Source: an optimization exercise on an open RTL-to-GDS flow (aim: small area and a short achievable clock period). Production flows keep margins and buffers that such runs may drop. In this exercise RTL edits were held to simulation tests only and were not proved equivalent to the original. Power and IR drop assume default switching activity.

==> tundra: inputs <==
// button_press_classifier_queue_unit
module button_press_classifier_queue_unit (
   input  logic        clock,
   input  logic        reset,
   input  logic        req_valid,
   output logic        req_stall,
   input  logic [40:0] req_payload_bits,
   output logic        rsp_valid,
   input  logic        rsp_stall,
   output logic [13:0] rsp_payload_bits,
   input  logic        csr_valid,
   output logic        csr_ready,
   input  logic [1:0]  csr_index,
   input  logic [15:0] csr_wdata
);
   logic        op;
   logic [7:0]  lvl;
   logic [31:0] now;
   assign op  = req_payload_bits[40];
   assign lvl = req_payload_bits[39:32];
   assign now = req_payload_bits[31:0];
   logic rsp_valid_ff, req_fire, scan_en, pop_en;
   assign req_stall = rsp_valid_ff && rsp_stall;
   assign req_fire  = req_valid && !req_stall;
   assign scan_en   = req_fire && !op;
   assign pop_en    = req_fire && op;
   assign csr_ready = 1'b1;
   assign rsp_valid = rsp_valid_ff;
   always_ff @(posedge clock) begin
      if (reset) rsp_valid_ff <= 1'b0;
      else       rsp_valid_ff <= req_fire || (rsp_valid_ff && rsp_stall);
   end
   logic [15:0] nsm1_ff, nlong_ff, beep_t_ff, win_ff;
   always_ff @(posedge clock) begin
      if (reset) begin
         nsm1_ff   <= -16'd5;
         nlong_ff  <= ~16'd100;
         beep_t_ff <= 16'd10;
         win_ff    <= 16'd100;
      end else if (csr_valid) begin
         case (csr_index)
            2'd0: nsm1_ff   <= -csr_wdata;
            2'd1: nlong_ff  <= ~csr_wdata;
            2'd2: beep_t_ff <= csr_wdata;
            default: win_ff <= csr_wdata;
         endcase
      end
   end
   logic        short_nz;
   logic [7:0]  ge_min, ge_long, rose;
   assign short_nz = (nsm1_ff != 16'd0);
   for (genvar i = 0; i < 8; i++) begin : g_lane
      logic [15:0] hold_ff;
      logic        g_s, p_s, g_l, p_l;
      always_comb begin
         logic [15:0] gs, ps, gl, pl;
         gs = hold_ff & nsm1_ff;
         ps = hold_ff | nsm1_ff;
         gl = hold_ff & nlong_ff;
         pl = hold_ff | nlong_ff;
         for (int w = 1; w < 16; w = w * 2) begin
            for (int j = 2 * w - 1; j < 16; j = j + 2 * w) begin
               gs[j] = gs[j] | (ps[j] & gs[j-w]);
               ps[j] = ps[j] & ps[j-w];
               gl[j] = gl[j] | (pl[j] & gl[j-w]);
               pl[j] = pl[j] & pl[j-w];
            end
         end
         g_s = gs[15];
         p_s = ps[15];
         g_l = gl[15];
  ...
Settings: LEC_CHECK=0, CAP_MARGIN=20, CORE_MARGIN=2, CORE_UTILIZATION=40, SLEW_MARGIN=20, SYNTH_HIERARCHICAL=1; clock period 10.5 ns.
standard.sh (not shown) runs the stock make flow with config.mk's settings and CLKGATE_MAP_FILE= SYNTH_SCRIPT=/design/flow/synth_recipe.tcl, a recipe that flattens the netlist after the stock synthesis.
==> flow/flow/run.sh <==
#!/bin/bash
# Own layout flow: the standard ORFS layout (standard.sh, with its
# unchanged synthesis), with these layout knobs changed on make's command
# line:
#  - the setup repair margin, so that repair_timing works towards the
#    period the design can reach rather than stopping 5 ns short of 10.5 ns;
#  - the port buffer cell: a plain buffer instead of the delay buffer that
#    buffer_ports picks by default. Every port is still buffered;
#  - clock tree synthesis: clkbuf_8 buffers in larger sink clusters and no
#    dummy loads. The clock still reaches every register through buffers.
# The full make output goes to run_flow.log in the work folder; ORFS's own
# per-step logs stay under orfs/logs.
set -euo pipefail
MARGIN=${OWN_SETUP_MARGIN:-6.0}
CTS="-sink_clustering_enable -repair_clock_nets -dont_use_dummy_load"
CTS="$CTS -buf_list sky130_fd_sc_hd__clkbuf_8"
CTS="$CTS -sink_clustering_size 16 -sink_clustering_max_diameter 50"
bash standard.sh \
  "SETUP_SLACK_MARGIN=${MARGIN}" \
  "BUFFER_PORTS_ARGS=-buffer_cell sky130_fd_sc_hd__buf_2" \
  "CTS_ARGS=${CTS}" \
  finish > run_flow.log 2>&1
==> lagoon (differences from tundra) <==
--- a/flow/design.v
+++ b/flow/design.v
@@ -54,35 +54,34 @@
       logic event_queued;
       logic event_dropped;
    } scan_flags_type;
 endpackage
 `timescale 1ns / 1ps
 module bpcq_pre (
-   input  logic [31:0] last,
+   input  logic [15:0] last_lo,
    input  logic [15:0] win,
-   input  logic [3:0]  head,
-   input  logic [3:0]  tail,
-   input  logic        full_ff,
-   output logic [15:0] last_hi1,
    output logic [15:0] e_lo,
-   output logic        e_wrap,
-   output logic        win_zero,
-   output logic [3:0]  head_p1,
-   output logic [3:0]  tail_p1,
-   output logic        to_full,
-   output logic        empty,
-   output logic        full
+   output logic        e_wrap
 );
-   assign last_hi1       = last[31:16] + 16'd1;
-   assign {e_wrap, e_lo} = {1'b0, last[15:0]} + {1'b0, win};
-   assign win_zero       = (win == 16'd0);
-   assign head_p1        = (head == 4'd14) ? 4'd0 : head + 4'd1;
-   assign tail_p1        = (tail == 4'd14) ? 4'd0 : tail + 4'd1;
-   assign to_full        = (head_p1 == tail);
-   assign empty          = (head == tail) && !full_ff;
-   assign full           = full_ff;
+   logic [15:0] g, p, x;
+   always_comb begin
+      g = last_lo & win;
+      p = last_lo | win;
+      x = p & ~g;
+      for (int w = 1; w < 16; w = w * 2) begin
+         for (int j = 0; j < 16; j++) begin
+            if ((j / w) % 2 == 1) begin
+               g[j] = g[j] | (p[j] & g[(j / w) * w - 1]);
+               p[j] = p[j] & p[(j / w) * w - 1];
+            end
+         end
+      end
+      e_lo[0] = x[0];
+      for (int j = 1; j < 16; j++) e_lo[j] = x[j] ^ g[j-1];
+      e_wrap = g[15];
+   end
 endmodule
 `timescale 1ns / 1ps
 `timescale 1ns / 1ps
 module button_press_classifier_queue_unit (
    input  logic        clock,
    input  logic        reset,
@@ -185,39 +184,41 @@
    end
    logic [7:0]  pmask_ff, mask, mm;
    logic        plong_ff, lm, mask_any, fire, quiet;
    logic [31:0] last_ff;
    logic [3:0]  head_ff, tail_ff, head_p1, tail_p1;
    logic        full_ff, to_full, empty, full;
-   logic [15:0] last_hi1, e_lo;
+   logic [15:0] e_lo;
    logic        e_wrap, win_zero;
    bpcq_pre u_pre (
-      .last     (last_ff),
+      .last_lo  (last_ff[15:0]),
       .win      (win_ff),
-      .head     (head_ff),
-      .tail     (tail_ff),
-      .full_ff  (full_ff),
-      .last_hi1 (last_hi1),
       .e_lo     (e_lo),
-      .e_wrap   (e_wrap),
-      .win_zero (win_zero),
-      .head_p1  (head_p1),
-      .tail_p1  (tail_p1),
-      .to_full  (to_full),
-      .empty    (empty),
-      .full     (full)
+      .e_wrap   (e_wrap)
    );
+   assign win_zero = (win_ff == 16'd0);
+   assign head_p1  = (head_ff == 4'd14) ? 4'd0 : head_ff + 4'd1;
+   assign tail_p1  = (tail_ff == 4'd14) ? 4'd0 : tail_ff + 4'd1;
+   assign to_full  = (head_p1 == tail_ff);
+   assign empty    = (head_ff == tail_ff) && !full_ff;
+   assign full     = full_ff;
    assign mask     = lvl & ge_min;
    assign mask_any = (mask != 8'd0);
    assign mm       = pmask_ff | mask;
    assign lm       = plong_ff | ((lvl & ge_long) != 8'd0);
-   logic [15:0] now_lo, now_hi, g1, p1, g2, p2;
-   logic        ge_lo, ge_end, hi_zero, lo_in;
+   logic [15:0] now_lo, now_hi, g1, p1, g2, p2, hd;
+   logic [16:0] inc_m;
+   logic        ge_lo, ge_end, hi_eq0, hi_eq1, hi_zero, lo_in;
    assign now_lo = now[15:0];
    assign now_hi = now[31:16];
    always_comb begin
+      inc_m[0] = 1'b1;
+      for (int k = 0; k < 16; k++) inc_m[k+1] = inc_m[k] & last_ff[16+k];
+      hd     = now_hi ^ last_ff[31:16];
+      hi_eq0 = (hd == 16'd0);
+      hi_eq1 = (hd == inc_m[15:0]);
       g1 = now_lo & ~last_ff[15:0];
       p1 = now_lo | ~last_ff[15:0];
       g2 = now_lo & ~e_lo;
       p2 = now_lo | ~e_lo;
       for (int w = 1; w < 16; w = w * 2) begin
          for (int j = 2 * w - 1; j < 16; j = j + 2 * w) begin
@@ -226,13 +227,13 @@
             g2[j] = g2[j] | (p2[j] & g2[j-w]);
             p2[j] = p2[j] & p2[j-w];
          end
       end
       ge_lo   = g1[15] | p1[15];
       ge_end  = g2[15] | p2[15];
-      hi_zero = ge_lo ? (now_hi == last_ff[31:16]) : (now_hi == last_hi1);
+      hi_zero = ge_lo ? hi_eq0 : hi_eq1;
       lo_in   = e_wrap ? (ge_lo | !ge_end) : (ge_lo & !ge_end);
       quiet   = !(hi_zero && lo_in);
    end
    assign fire = mask_any ? win_zero : ((pmask_ff != 8'd0) && quiet);
    always_ff @(posedge clock) begin
       if (reset) begin
==> comparison <==
lagoon ran to the end with no violations. tundra went through all stages and came out clean. In flip-flop and latch count, tundra and lagoon do not differ. In lagoon the register-to-register slack is higher than in tundra, by 110 ps. Synthesized area: tundra is higher than lagoon (0.88%). In tundra the core utilization is lower than in lagoon, by 0.12 points. Between lagoon and tundra, the lower first-iteration DRC count is in tundra (gap 2.1%, measured against tundra). Of lagoon and tundra, lagoon has the higher hold slack (gap 2.9 ps). In combinational power, lagoon and tundra hardly differ. Of tundra and lagoon, tundra has the higher clock skew (gap 18 ps). Against tundra, the non-clock buffer count of lagoon is higher by 1. Of lagoon and tundra, lagoon has the higher clock power (gap about 2%, measured against tundra).
==> figures <==
Worst hold margin: lagoon 461 ps; tundra 458 ps
Final Cycle Share: lagoon 0.428; tundra 0.428
Run status: lagoon finished clean; tundra finished clean
Mean cell area of the mapped netlist: lagoon 8.73 sq um; tundra 8.62 sq um
Floorplan Core Area: lagoon 56300 sq um; tundra 56500 sq um
Total wire length: lagoon 69.6 mm; tundra 68.9 mm
Initial antenna violation count: lagoon 9; tundra 4
Total number of multi-input combinational cells: lagoon 1865; tundra 1955
Total power of the final layout: lagoon 0.00296 W; tundra 0.00294 W
Relative area of clock buffers and inverters in the final design: lagoon 0.0270; tundra 0.0264
Ratio of layout area to synthesized area: lagoon 1.076x; tundra 1.068x
Part of the power in the clock network: lagoon 0.323; tundra 0.319
Number of cells after detailed placement: lagoon 3252; tundra 3311
Vias in the first global route: lagoon 18400; tundra 19100
Final cell utilization of the core: lagoon 0.435; tundra 0.433
Post-synthesis compound-gate area fraction: lagoon 0.199; tundra 0.196
Post-layout net count: lagoon 2665; tundra 2708
Wl on met1: lagoon 29.1 mm; tundra 29.6 mm
Number of setup buffers added after CTS: lagoon 9; tundra 5
Wire length per cell: lagoon 21.0 um; tundra 20.4 um
DPL Wire Length: lagoon 46.4 mm; tundra 45.9 mm
Antenna diode count: lagoon 10; tundra 2

* * *

==> inputs of exp/zinc <==
==> flow/design.v <==
`timescale 1ns / 1ps
package bpcq_pkg;
   localparam int unsigned LEVEL_W  = 8;
   localparam int unsigned TIME_W   = 32;
   localparam int unsigned COUNT_W  = 16;
   localparam int unsigned CSR_IDX_W = 2;
   localparam int unsigned NUM_BUTTONS_DEF = 8;
   localparam int unsigned QUEUE_DEPTH_DEF = 16;
   localparam logic OP_SCAN = 1'b0;
   localparam logic OP_POP  = 1'b1;
   localparam logic [CSR_IDX_W-1:0] CSR_SHORT_TICKS   = 2'd0;
   localparam logic [CSR_IDX_W-1:0] CSR_LONG_TICKS    = 2'd1;
   localparam logic [CSR_IDX_W-1:0] CSR_BEEP_TICKS    = 2'd2;
   localparam logic [CSR_IDX_W-1:0] CSR_GATHER_WINDOW = 2'd3;
   localparam logic [COUNT_W-1:0] SHORT_TICKS_RST   = 16'd5;
   localparam logic [COUNT_W-1:0] LONG_TICKS_RST    = 16'd100;
   localparam logic [COUNT_W-1:0] BEEP_TICKS_RST    = 16'd10;
   localparam logic [COUNT_W-1:0] GATHER_WINDOW_RST = 16'd100;
   typedef struct packed {
      logic               op;
      logic [LEVEL_W-1:0] buttons_high;
      logic [TIME_W-1:0]  now_ms;
   } req_type;
   typedef struct packed {
      logic               beep_start;
      logic               beep_stop;
      logic               event_queued;
      logic               event_dropped;
      logic               pop_valid;
      logic [LEVEL_W-1:0] pop_mask;
      logic               pop_long;
   } rsp_type;
   typedef struct packed {
      logic [COUNT_W-1:0] short_ticks;
      logic [COUNT_W-1:0] long_ticks;
      logic [COUNT_W-1:0] beep_ticks;
      logic [COUNT_W-1:0] gather_window_ms;
   } cfg_type;
   typedef struct packed {
      logic               long_flag;
      logic [LEVEL_W-1:0] mask;
   } entry_type;
   typedef struct packed {
      logic      valid;
      entry_type entry;
   } push_type;
   typedef struct packed {
      logic empty;
      logic full;
   } qstat_type;
   typedef struct packed {
      logic beep_start;
      logic beep_stop;
      logic event_queued;
      logic event_dropped;
   } scan_flags_type;
endpackage
`timescale 1ns / 1ps
module bpcq_lane (
   input  logic        clock,
   input  logic        reset,
   input  logic        scan_en,
   input  logic        lvl,
   input  logic [15:0] nsm1,
   input  logic        short_nz,
   input  logic [15:0] nlong,
   output logic        mask,
   output logic        long_f,
   output logic        rose
);
   logic [15:0] hold_ff, hold_in;
   logic [16:0] c;
   logic        g_s, p_s, g_l, p_l, ge_s, ge_l, eq_s;
   bpcq_gp #(.N(16)) u_cmp_s (.x(hold_ff), .y(nsm1),  .g(g_s), .p(p_s));
   bpcq_gp #(.N(16)) u_cmp_l (.x(hold_ff), .y(nlong), .g(g_l), .p(p_l));
   always_comb begin
      ge_s   = !short_nz || g_s;
      eq_s   = p_s && !g_s;
      ge_l   = g_l || p_l;
      mask   = lvl && (ge_s || ge_l);
      long_f = lvl && ge_l;
      rose   = !lvl && short_nz && eq_s;
      c[0] = 1'b1;
      for (int i = 0; i < 16; i++) begin
         c[i+1]     = c[i] & hold_ff[i];
         hold_in[i] = (hold_ff[i] ^ c[i]) | c[16];
      end
   end
   always_ff @(posedge clock) begin
      if (reset) begin
         hold_ff <= '0;
      end else if (scan_en) begin
         hold_ff <= lvl ? 16'd0 : hold_in;
      end
   end
endmodule
module bpcq_cout #(
   parameter int N = 16
) (
   input  logic [N-1:0] x,
   input  logic [N-1:0] y,
   input  logic         cin,
   output logic         cout
);
   logic g, p;
   bpcq_gp #(.N(N)) u_gp (.x(x), .y(y), .g(g), .p(p));
   assign cout = g | (p & cin);
endmodule
module bpcq_gp #(
   parameter int N = 16
) (
   input  logic [N-1:0] x,
   input  logic [N-1:0] y,
   output logic         g,
   output logic         p
);
   if (N == 1) begin : g_leaf
      assign g = x[0] & y[0];
      assign p = x[0] | y[0];
   end else begin : g_node
      localparam int L = N / 2;
      logic gl, pl, gh, ph;
      bpcq_gp #(.N(L))     u_lo (.x(x[L-1:0]), .y(y[L-1:0]), .g(gl), .p(pl));
      bpcq_gp #(.N(N - L)) u_hi (.x(x[N-1:L]), .y(y[N-1:L]), .g(gh), .p(ph));
      assign g = gh | (ph & gl);
      assign p = ph & pl;
   end
endmodule
`timescale 1ns / 1ps
module bpcq_queue (
   input  logic       clock,
   input  logic       reset,
   input  logic [8:0] wr_entry,
   input  logic       push,
   input  logic       pop,
   output logic       empty,
   output logic       full,
   output logic [8:0] last_pop
);
   logic [8:0] mem [0:15];
   logic [3:0] head_ff, tail_ff;
   assign empty = (head_ff == tail_ff);
   assign full  = ((head_ff + 4'd1) == tail_ff);
   always_ff @(posedge clock) begin
      if (reset) begin
         head_ff <= '0;
         tail_ff <= '0;
      end else begin
         if (push) head_ff <= head_ff + 4'd1;
         if (pop && !empty) tail_ff <= tail_ff + 4'd1;
      end
   end
   always_ff @(posedge clock) begin
      mem[head_ff] <= wr_entry;
   end
   assign last_pop = mem[tail_ff - 4'd1];
endmodule
`timescale 1ns / 1ps
module button_press_classifier_queue_unit (
   input  logic        clock,
   input  logic        reset,
   input  logic        req_valid,
   output logic        req_stall,
   input  logic [40:0] req_payload_bits,
   output logic        rsp_valid,
   input  logic        rsp_stall,
   output logic [13:0] rsp_payload_bits,
   input  logic        csr_valid,
   output logic        csr_ready,
   input  logic [1:0]  csr_index,
   input  logic [15:0] csr_wdata
);
   logic        op;
   logic [7:0]  lvl;
   logic [31:0] now;
   assign op  = req_payload_bits[40];
   assign lvl = req_payload_bits[39:32];
   assign now = req_payload_bits[31:0];
   logic rsp_valid_ff, req_fire, scan_en, pop_en;
   assign req_stall = rsp_valid_ff && rsp_stall;
   assign req_fire  = req_valid && !req_stall;
   assign scan_en   = req_fire && !op;
   assign pop_en    = req_fire && op;
   assign csr_ready = 1'b1;
   assign rsp_valid = rsp_valid_ff;
   always_ff @(posedge clock) begin
      if (reset) rsp_valid_ff <= 1'b0;
      else       rsp_valid_ff <= req_fire || (rsp_valid_ff && rsp_stall);
   end
   logic [15:0] nsm1_ff, nlong_ff, beep_t_ff, nwin_ff;
   always_ff @(posedge clock) begin
      if (reset) begin
         nsm1_ff   <= -16'd5;
         nlong_ff  <= ~16'd100;
         beep_t_ff <= 16'd10;
         nwin_ff   <= ~16'd100;
      end else if (csr_valid) begin
         case (csr_index)
            2'd0: nsm1_ff   <= -csr_wdata;
            2'd1: nlong_ff  <= ~csr_wdata;
            2'd2: beep_t_ff <= csr_wdata;
            default: nwin_ff <= ~csr_wdata;
         endcase
      end
   end
   logic        short_nz;
   logic [7:0]  mask, long_v, rose;
   assign short_nz = (nsm1_ff != 16'd0);
   for (genvar i = 0; i < 8; i++) begin : g_lane
      bpcq_lane u_lane (
         .clock    (clock),
         .reset    (reset),
         .scan_en  (scan_en),
         .lvl      (lvl[i]),
         .nsm1     (nsm1_ff),
         .short_nz (short_nz),
         .nlong    (nlong_ff),
         .mask     (mask[i]),
         .long_f   (long_v[i]),
         .rose     (rose[i])
      );
   end
   logic [15:0] beep_ff;
   logic        beep_le1, start, beep_stop;
   assign beep_le1  = (beep_ff[15:1] == 15'd0);
   assign beep_stop = (beep_ff == 16'd1);
   assign start     = beep_le1 && (rose != 8'd0);
   logic [7:0]  pmask_ff, mm;
   logic        plong_ff, lm, fire, quiet;
   logic [31:0] last_ff;
   logic        empty, full;
   assign mm = pmask_ff | mask;
   assign lm = plong_ff | (long_v != 8'd0);
   logic [31:0] csa_a, csa_b, csa_c, csa_s, csa_k;
   logic        ge_nl, c32, t32, t33;
   always_comb begin
      csa_a = now;
      csa_b = ~last_ff;
      csa_c = {16'hFFFF, nwin_ff};
      csa_s = csa_a ^ csa_b ^ csa_c;
      csa_k = (csa_a & csa_b) | (csa_a & csa_c) | (csa_b & csa_c);
   end
   bpcq_cout #(.N(31)) u_c32 (.x(csa_s[31:1]), .y(csa_k[30:0]), .cin(1'b1), .cout(c32));
   bpcq_cout #(.N(32)) u_nl  (.x(now), .y(~last_ff), .cin(1'b1), .cout(ge_nl));
   assign t32   = csa_k[31] ^ c32;
   assign t33   = csa_k[31] & c32;
   assign quiet = ge_nl ? t33 : t32;
   assign fire = (mask != 8'd0) ? (nwin_ff == 16'hFFFF)
                                : ((pmask_ff != 8'd0) && quiet);
   always_ff @(posedge clock) begin
      if (reset) begin
         beep_ff  <= '0;
         pmask_ff <= '0;
         plong_ff <= 1'b0;
         last_ff  <= '0;
      end else if (scan_en) begin
         beep_ff  <= start ? beep_t_ff : (beep_le1 ? 16'd0 : beep_ff - 16'd1);
         pmask_ff <= fire ? 8'd0 : mm;
         plong_ff <= fire ? 1'b0 : lm;
         if (mask != 8'd0) last_ff <= now;
      end
   end
   logic [8:0] last_pop;
   bpcq_queue u_queue (
      .clock    (clock),
      .reset    (reset),
      .wr_entry ({lm, mm}),
      .push     (scan_en && fire && !full),
      .pop      (pop_en),
      .empty    (empty),
      .full     (full),
      .last_pop (last_pop)
   );
   logic bs_ff, bp_ff, eq_ff, ed_ff, pv_ff;
   always_ff @(posedge clock) begin
      if (!req_stall) begin
         bs_ff <= !op && start;
         bp_ff <= !op && beep_stop;
         eq_ff <= !op && fire && !full;
         ed_ff <= !op && fire && full;
         pv_ff <= op && !empty;
      end
   end
   assign rsp_payload_bits = {bs_ff, bp_ff, eq_ff, ed_ff, pv_ff,
                              pv_ff ? {last_pop[7:0], last_pop[8]} : 9'd0};
endmodule
==> flow/run.sh <==
#!/bin/bash
# synth_recipe.tcl (not shown) runs the flow's synth.tcl, then flattens the netlist and writes it again
# the make line also repeats each setting of config.mk as NAME=value (left out here)
make -C /OpenROAD-flow-scripts/flow DESIGN_CONFIG=/design/flow/config.mk WORK_HOME=/design/flow/orfs CLKGATE_MAP_FILE= SYNTH_SCRIPT=/design/flow/synth_recipe.tcl finish
==> flow/config.mk <==
export PLATFORM = sky130hd
export DESIGN_NAME = button_press_classifier_queue_unit
export DESIGN_NICKNAME = button_press_classifier_queue_unit
export VERILOG_FILES = /design/flow/design.v
export SDC_FILE = /design/flow/constraint.sdc
export NUM_CORES = 4
export LEC_CHECK = 0
export ABC_CLOCK_PERIOD_IN_PS = 4500
export CAP_MARGIN = 20
export CORE_MARGIN = 2
export CORE_UTILIZATION = 40
export SETUP_SLACK_MARGIN = 5
export SLEW_MARGIN = 20
==> flow/constraint.sdc <==
create_clock -name core_clock -period 10.5 [get_ports {clock}]
set_input_delay 2.1000 -clock core_clock [delete_from_list [all_inputs] [get_ports {clock}]]
set_output_delay 2.1000 -clock core_clock [all_outputs]
set_load 0.01 [all_outputs]
==> exp/cedar: changes against exp/zinc <==
==> flow/flow/run.sh (new file) <==
#!/bin/bash
# Own layout flow: the standard ORFS layout (standard.sh, unchanged
# synthesis) with two layout knobs changed on make's command line:
#  - the setup repair margin, so that repair_timing works towards the
#    period the design can reach rather than stopping 5 ns short of 10.5 ns;
#  - the port buffer cell, a plain buffer instead of the delay buffer that
#    buffer_ports picks by default. Every port is still buffered.
# The full make output goes to run_flow.log in the work folder; ORFS's own
# per-step logs stay under orfs/logs.
set -euo pipefail
MARGIN=${OWN_SETUP_MARGIN:-6.0}
bash standard.sh \
  "SETUP_SLACK_MARGIN=${MARGIN}" \
  "BUFFER_PORTS_ARGS=-buffer_cell sky130_fd_sc_hd__buf_2" \
  finish > run_flow.log 2>&1
==> flow/standard.sh (new file) <==
#!/bin/bash
# synth_recipe.tcl (not shown) runs the flow's synth.tcl, then flattens the netlist and writes it again
# the make line also repeats each setting of config.mk as NAME=value (left out here)
make -C /OpenROAD-flow-scripts/flow DESIGN_CONFIG=/design/flow/config.mk WORK_HOME=/design/flow/orfs CLKGATE_MAP_FILE= SYNTH_SCRIPT=/design/flow/synth_recipe.tcl "${@:-finish}"
removed: flow/run.sh
==> results_dict.tcl <==
set metrics [dict create \
    p_int_mw 2.86 \
    grt_util_all_layers_pct 22.6 \
    fin_skew_ns 0.0388 \
    p_per_area_nw_per_um2 151 \
    postCtsSetupBuffers 21 \
    post-route-period-util_pct 49.0 \
    r2r_start "nsm1_ff[15]" \
    status "no timing/DRC/antenna violations" \
    irDropWorstVdd_v 0.000122 \
]
The numbers above come from exp/cedar.

==> results_dict.tcl <==
set metrics [dict create \
    postCtsSetupBuffers 0 \
    r2r_start "nsm1_ff[4]" \
    wl_um 67700 \
    grt_util_all_layers_pct 22.0 \
    yosys-top-cells-area "dfxtp_1 22%, edfxtp_1 19%, ha_1 11%" \
    irDropWorstVdd_v 0.000117 \
    status "no timing/DRC/antenna violations" \
    p_int_mw 2.88 \
    final-clk-cell-share_pct 5.71 \
    post-route-period-util_pct 51.7 \
    p_per_area_nw_per_um2 154 \
]
The numbers above come from exp/zinc.

==> separate check: timing with driven ports <==
The flow's constraints put no driver on any port. The routed layouts listed below were extracted and timed again, unchanged, in two steps. Step 1 (the two cells are an assumption about what drives the block):
set clk [get_ports {clock}]
set_driving_cell -lib_cell sky130_fd_sc_hd__clkbuf_16 $clk
set_driving_cell -lib_cell sky130_fd_sc_hd__buf_2 [delete_from_list [all_inputs] $clk]
Step 2 times the ports against the registers' clock, not the clock port: input delays grow and output delays shrink by t, the midpoint of the rising clock arrivals with the driver on. Three values: ideal, step 1, step 2; two values: the first two.
run	shift t [ns]	setup slack, ns	hold WS [ns]	clock arrival spread, ns	slew at the worst register clock pin (ns)
tundra	0.682	6.005 / 5.963 / 5.390	0.458 / 0.458 / 0.458	0.107 / 0.107	0.10 / 0.10
lagoon	0.698	6.009 / 5.966 / 5.587	0.461 / 0.461 / 0.461	0.089 / 0.090	0.10 / 0.10
exp/zinc	0.637	5.069 / 5.040 / 4.565	0.458 / 0.458 / 0.458	0.018 / 0.017	0.07 / 0.07
exp/cedar	0.655	5.352 / 5.372 / 4.717	0.460 / 0.460 / 0.460	0.039 / 0.039	0.06 / 0.06
After both steps every run listed still meets setup and hold. For exp/cedar, which loses most, drivers alone change the setup slack by +0.020 ns; drivers and shift together by -0.635 ns.
